Background: an optimization exercise with open tools, aiming at a short achievable clock period and few clock cycles. Do not read the settings as production practice. Function was checked by simulation only, so behaviour that the tests miss may differ from the original. Power and IR drop assume default switching activity.

// infix_expression_evaluator
module infix_expression_evaluator #(
	parameter int STACK_DEPTH = 16,
	parameter int VALUE_WIDTH = 32
) (
	input  wire logic        clk,
	input  wire logic        arst_n,
	input  wire logic        start,
	output logic             busy,
	input  wire logic [7:0]  symbol,
	input  wire logic        last,
	output logic             done,
	output logic [31:0]      value,
	output logic [1:0]       status
);
For scale: ~22000 cells after synthesis.
==> module iee_divider, before the edit <==
module iee_divider (
	input  wire logic        clk,
	input  wire logic        arst_n,
	input  wire logic        start,
	input  wire logic        is_div,
	input  wire logic [31:0] a,
	input  wire logic [31:0] b,
	output logic             done,
	output logic             dz,
	output logic [31:0]      res
);
	typedef enum logic [3:0] {
		A_IDLE = 4'd0,
		A_ML   = 4'd1,
		A_MF   = 4'd10,
		A_D0   = 4'd2,
		A_D0B  = 4'd3,
		A_D1   = 4'd4,
		A_D2   = 4'd5,
		A_DL   = 4'd6,
		A_DF   = 4'd7,
		A_DFB  = 4'd8,
		A_DONE = 4'd9
	} astate_t;
	astate_t     st_q;
	logic        dz_q, neg_q, prev_q, mdone_q, sub_q;
	logic [31:0] x_q, m_q, acc_q, pp_q, r_q, cs_q, cc_q, q_q;
	logic [7:0]  f_q;
	logic [5:0]  cnt_q;
	logic [32:0] trial;
	logic [31:0] acc_sum;
	logic        co0, co1;
	iee_add #(.W(33)) u_trial (
		.a({r_q, x_q[31]}), .b({m_q[31], m_q} ^ {33{sub_q}}), .cin(sub_q),
		.s(trial), .cout(co0)
	);
	iee_add #(.W(32)) u_acc (.a(cs_q), .b(cc_q), .cin(1'b0), .s(acc_sum), .cout(co1));
	logic [31:0] nx, ninc, nres, nq, nqinc;
	logic [7:0]  nall, nqall;
	logic [8:0]  ncy;
	assign nx = ~x_q;
	assign nq = ~q_q;
	for (genvar k = 0; k < 8; k++) begin : g_neg
		assign ninc[k*4 +: 4]  = nx[k*4 +: 4] + 4'd1;
		assign nall[k]         = &nx[k*4 +: 4];
		assign nqinc[k*4 +: 4] = nq[k*4 +: 4] + 4'd1;
		assign nqall[k]        = &nq[k*4 +: 4];
		assign nres[k*4 +: 4]  = ncy[k] ? pp_q[k*4 +: 4] : nx[k*4 +: 4];
	end
	assign ncy[0] = 1'b1;
	for (genvar k = 1; k < 9; k++) begin : g_ncy
		assign ncy[k] = &f_q[k-1:0];
	end
	logic        bd_one, bd_two, bd_neg;
	assign bd_neg = m_q[1] & ~(m_q[0] & prev_q);
	assign bd_one = m_q[0] ^ prev_q;
	assign bd_two = (m_q[1] & ~m_q[0] & ~prev_q) | (~m_q[1] & m_q[0] & prev_q);
	logic [31:0] pp_mag, pp;
	assign pp_mag = bd_one ? x_q : (bd_two ? {x_q[30:0], 1'b0} : 32'd0);
	assign pp     = bd_neg ? ~pp_mag : pp_mag;
	logic [31:0] n1a, n1b, n2a, n2b, n2c;
	logic        z16, z8, z4, z2, z1;
	assign z16 = (x_q[31:16] == '0);
	assign n1a = z16 ? {x_q[15:0], 16'd0} : x_q;
	assign z8  = (n1a[31:24] == '0);
	assign n1b = z8 ? {n1a[23:0], 8'd0} : n1a;
	assign z4  = (x_q[31:28] == '0);
	assign n2a = z4 ? {x_q[27:0], 4'd0} : x_q;
	assign z2  = (n2a[31:30] == '0);
	assign n2b = z2 ? {n2a[29:0], 2'd0} : n2a;
	assign z1  = ~n2b[31];
	assign n2c = z1 ? {n2b[30:0], 1'b0} : n2b;
	astate_t st_d;
	always_comb begin
		st_d = st_q;
		unique case (st_q)
			A_IDLE: if (start) st_d = is_div ? A_D0 : A_ML;
			A_ML:   if (mdone_q) st_d = A_MF;
			A_MF:   st_d = A_DONE;
			A_D0:   st_d = (m_q == '0) ? A_DONE : (x_q[31] ? A_D0B : A_D1);
			A_D0B:  st_d = A_D1;
			A_D1:   st_d = A_D2;
			A_D2:   st_d = A_DL;
			A_DL:   if (cnt_q <= 6'd1) st_d = neg_q ? A_DF : A_DONE;
			A_DF:   st_d = A_DFB;
			A_DFB:  st_d = A_DONE;
			default: st_d = A_IDLE;
		endcase
	end
	logic done_q, qres_q;
	always_ff @(posedge clk or negedge arst_n) begin
		if (!arst_n) begin
			st_q   <= A_IDLE;
			done_q <= 1'b0;
			qres_q <= 1'b0;
		end else begin
			st_q   <= st_d;
			done_q <= (st_d == A_DONE);
			qres_q <= (st_q == A_DL);
		end
	end
	logic in_ml, in_dl, in_mf, in_d0, in_df;
	assign in_ml = (st_q == A_ML);
	assign in_dl = (st_q == A_DL);
	assign in_mf = (st_q == A_MF);
	assign in_d0 = (st_q == A_D0);
	assign in_df = (st_q == A_DF);
	always_ff @(posedge clk) begin
		cs_q    <= in_ml ? (cs_q ^ cc_q ^ pp) : 32'd0;
		cc_q    <= in_ml ? {(cs_q[30:0] & cc_q[30:0]) | (cs_q[30:0] & pp[30:0]) | (cc_q[30:0] & pp[30:0]),
		                    bd_neg & (bd_one | bd_two)} : 32'd0;
		prev_q  <= in_ml & m_q[1];
		mdone_q <= in_ml ? ((m_q[31:3] == 29'd0) || (m_q[31:3] == 29'h1fff_ffff))
		                 : ((b[31:1] == 31'd0) || (b[31:1] == 31'h7fff_ffff));
		acc_q   <= in_mf ? acc_sum : (neg_q ? nres : x_q);
		pp_q    <= in_df ? nqinc : ninc;
		f_q     <= in_df ? nqall : nall;
		r_q     <= in_dl ? trial[31:0] : 32'd0;
		q_q     <= in_dl ? {q_q[30:0], ~trial[31]} : 32'd0;
		sub_q   <= in_dl ? ~(trial[31] ^ m_q[31]) : ~m_q[31];
		unique case (st_q)
			A_D1:    cnt_q <= 6'd32 - {1'b0, z16, z8, 3'b000};
			A_D2:    cnt_q <= cnt_q - {3'b000, z4, z2, z1};
			default: cnt_q <= cnt_q - 1'b1;
		endcase
		unique case (st_q)
			A_ML:    x_q <= {x_q[29:0], 2'b00};
			A_D0B:   x_q <= x_q[31] ? nres : x_q;
			A_D1:    x_q <= n1b;
			A_D2:    x_q <= n2c;
			A_DL:    x_q <= {x_q[30:0], 1'b0};
			A_DF:    x_q <= q_q;
			default: x_q <= a;
		endcase
		m_q <= (b & {32{st_q == A_IDLE}}) | ({{2{m_q[31]}}, m_q[31:2]} & {32{in_ml}})
		     | (m_q & {32{st_q != A_IDLE && !in_ml}});
		if (st_q == A_IDLE) dz_q <= 1'b0;
		else if (in_d0) dz_q <= (m_q == '0);
		if (in_d0) neg_q <= x_q[31] ^ m_q[31];
	end
	assign done = done_q;
	assign dz   = dz_q;
	assign res  = qres_q ? q_q : acc_q;
endmodule
Settings: LEC_CHECK=0, ABC_CLOCK_PERIOD_IN_PS=1500, CAP_MARGIN=20, CORE_MARGIN=2, CORE_UTILIZATION=55, SETUP_SLACK_MARGIN=5, SLEW_MARGIN=20; clock period 9.0 ns.
standard.sh (not shown) runs the stock make flow with config.mk's settings and CLKGATE_MAP_FILE= SYNTH_SCRIPT=/design/flow/synth_recipe.tcl, a recipe that flattens the netlist after the stock synthesis.
==> flow/flow/run.sh <==
#!/bin/bash
set -o pipefail
bash standard.sh SETUP_SLACK_MARGIN=5.6 MAX_REPAIR_ANTENNAS_ITER_DRT=12 MAX_REPAIR_ANTENNAS_ITER_GRT=12 finish > standard_flow.log 2>&1
Testbench counts at the start, summed over its fixed seeds: cycles 25,172.
Next try:
--- a/flow/design.v
+++ b/flow/design.v
@@ -48,14 +48,19 @@
 	logic [7:0]  f_q;
 	logic [5:0]  cnt_q;
 	logic [32:0] trial;
 	logic [31:0] acc_sum;
 	logic        co0, co1;
-	iee_add #(.W(33)) u_trial (
-		.a({r_q, x_q[31]}), .b({m_q[31], m_q} ^ {33{sub_q}}), .cin(sub_q),
-		.s(trial), .cout(co0)
+	logic [32:0] t_add, t_sub;
+	logic        co5;
+	iee_add #(.W(33)) u_tadd (
+		.a({r_q, x_q[31]}), .b({m_q[31], m_q}), .cin(1'b0), .s(t_add), .cout(co0)
 	);
+	iee_add #(.W(33)) u_tsub (
+		.a({r_q, x_q[31]}), .b(~{m_q[31], m_q}), .cin(1'b1), .s(t_sub), .cout(co5)
+	);
+	assign trial = sub_q ? t_sub : t_add;
 	iee_add #(.W(32)) u_acc (.a(cs_q), .b(cc_q), .cin(1'b0), .s(acc_sum), .cout(co1));
 	logic [31:0] nx, ninc, nres, nq, nqinc;
 	logic [7:0]  nall, nqall;
 	logic [8:0]  ncy;
 	assign nx = ~x_q;
Outcome: Power decreases slightly. Count of clock-buffer cells in the layout came out lower by 5. Global-route usage came out higher by 1.1 points. Cell area came out higher slightly. Clock skew rises by 0.034 ns. Final cell count came out higher by a few percent. Via count increases by a few percent. Sequential power is about the same.
Testbench counts after the change, summed over its fixed seeds: cycles 25,172.

==> static timing again, ports no longer ideal <==
Ports are ideal in the flow. The routed layouts listed here were re-timed in OpenROAD.
Step 1 (the two cells are an assumption about what drives the block):
set clk [get_ports {clk}]
set_driving_cell -lib_cell sky130_fd_sc_hd__clkbuf_16 $clk
set_driving_cell -lib_cell sky130_fd_sc_hd__buf_2 [delete_from_list [all_inputs] $clk]
Step 2 also shifts input and output timing later by t, the mid clock arrival at the registers, as if the neighbouring blocks saw the same clock.
Three values: ideal ports, drivers, drivers and shift; two values: the first two.
| run | t (ns) | setup slack, ns | clock arrival spread, ns | worst register clock-pin slew, ns | worst data-port slew with drivers (ns) |
|---|---|---|---|---|---|
| the first run | 1.188 | 5.531 / 5.414 / 5.191 | 0.051 / 0.051 | 0.07 / 0.07 | 0.05 |
| the second run | 1.212 | 5.468 / 5.349 / 5.240 | 0.085 / 0.085 | 0.07 / 0.07 | 0.08 |
After both steps every run listed still meets setup and hold. For the first run, which loses most, drivers alone change the setup slack by -0.117 ns; drivers and shift together by -0.340 ns. The worst setup slack also covers recovery checks on asynchronous resets.
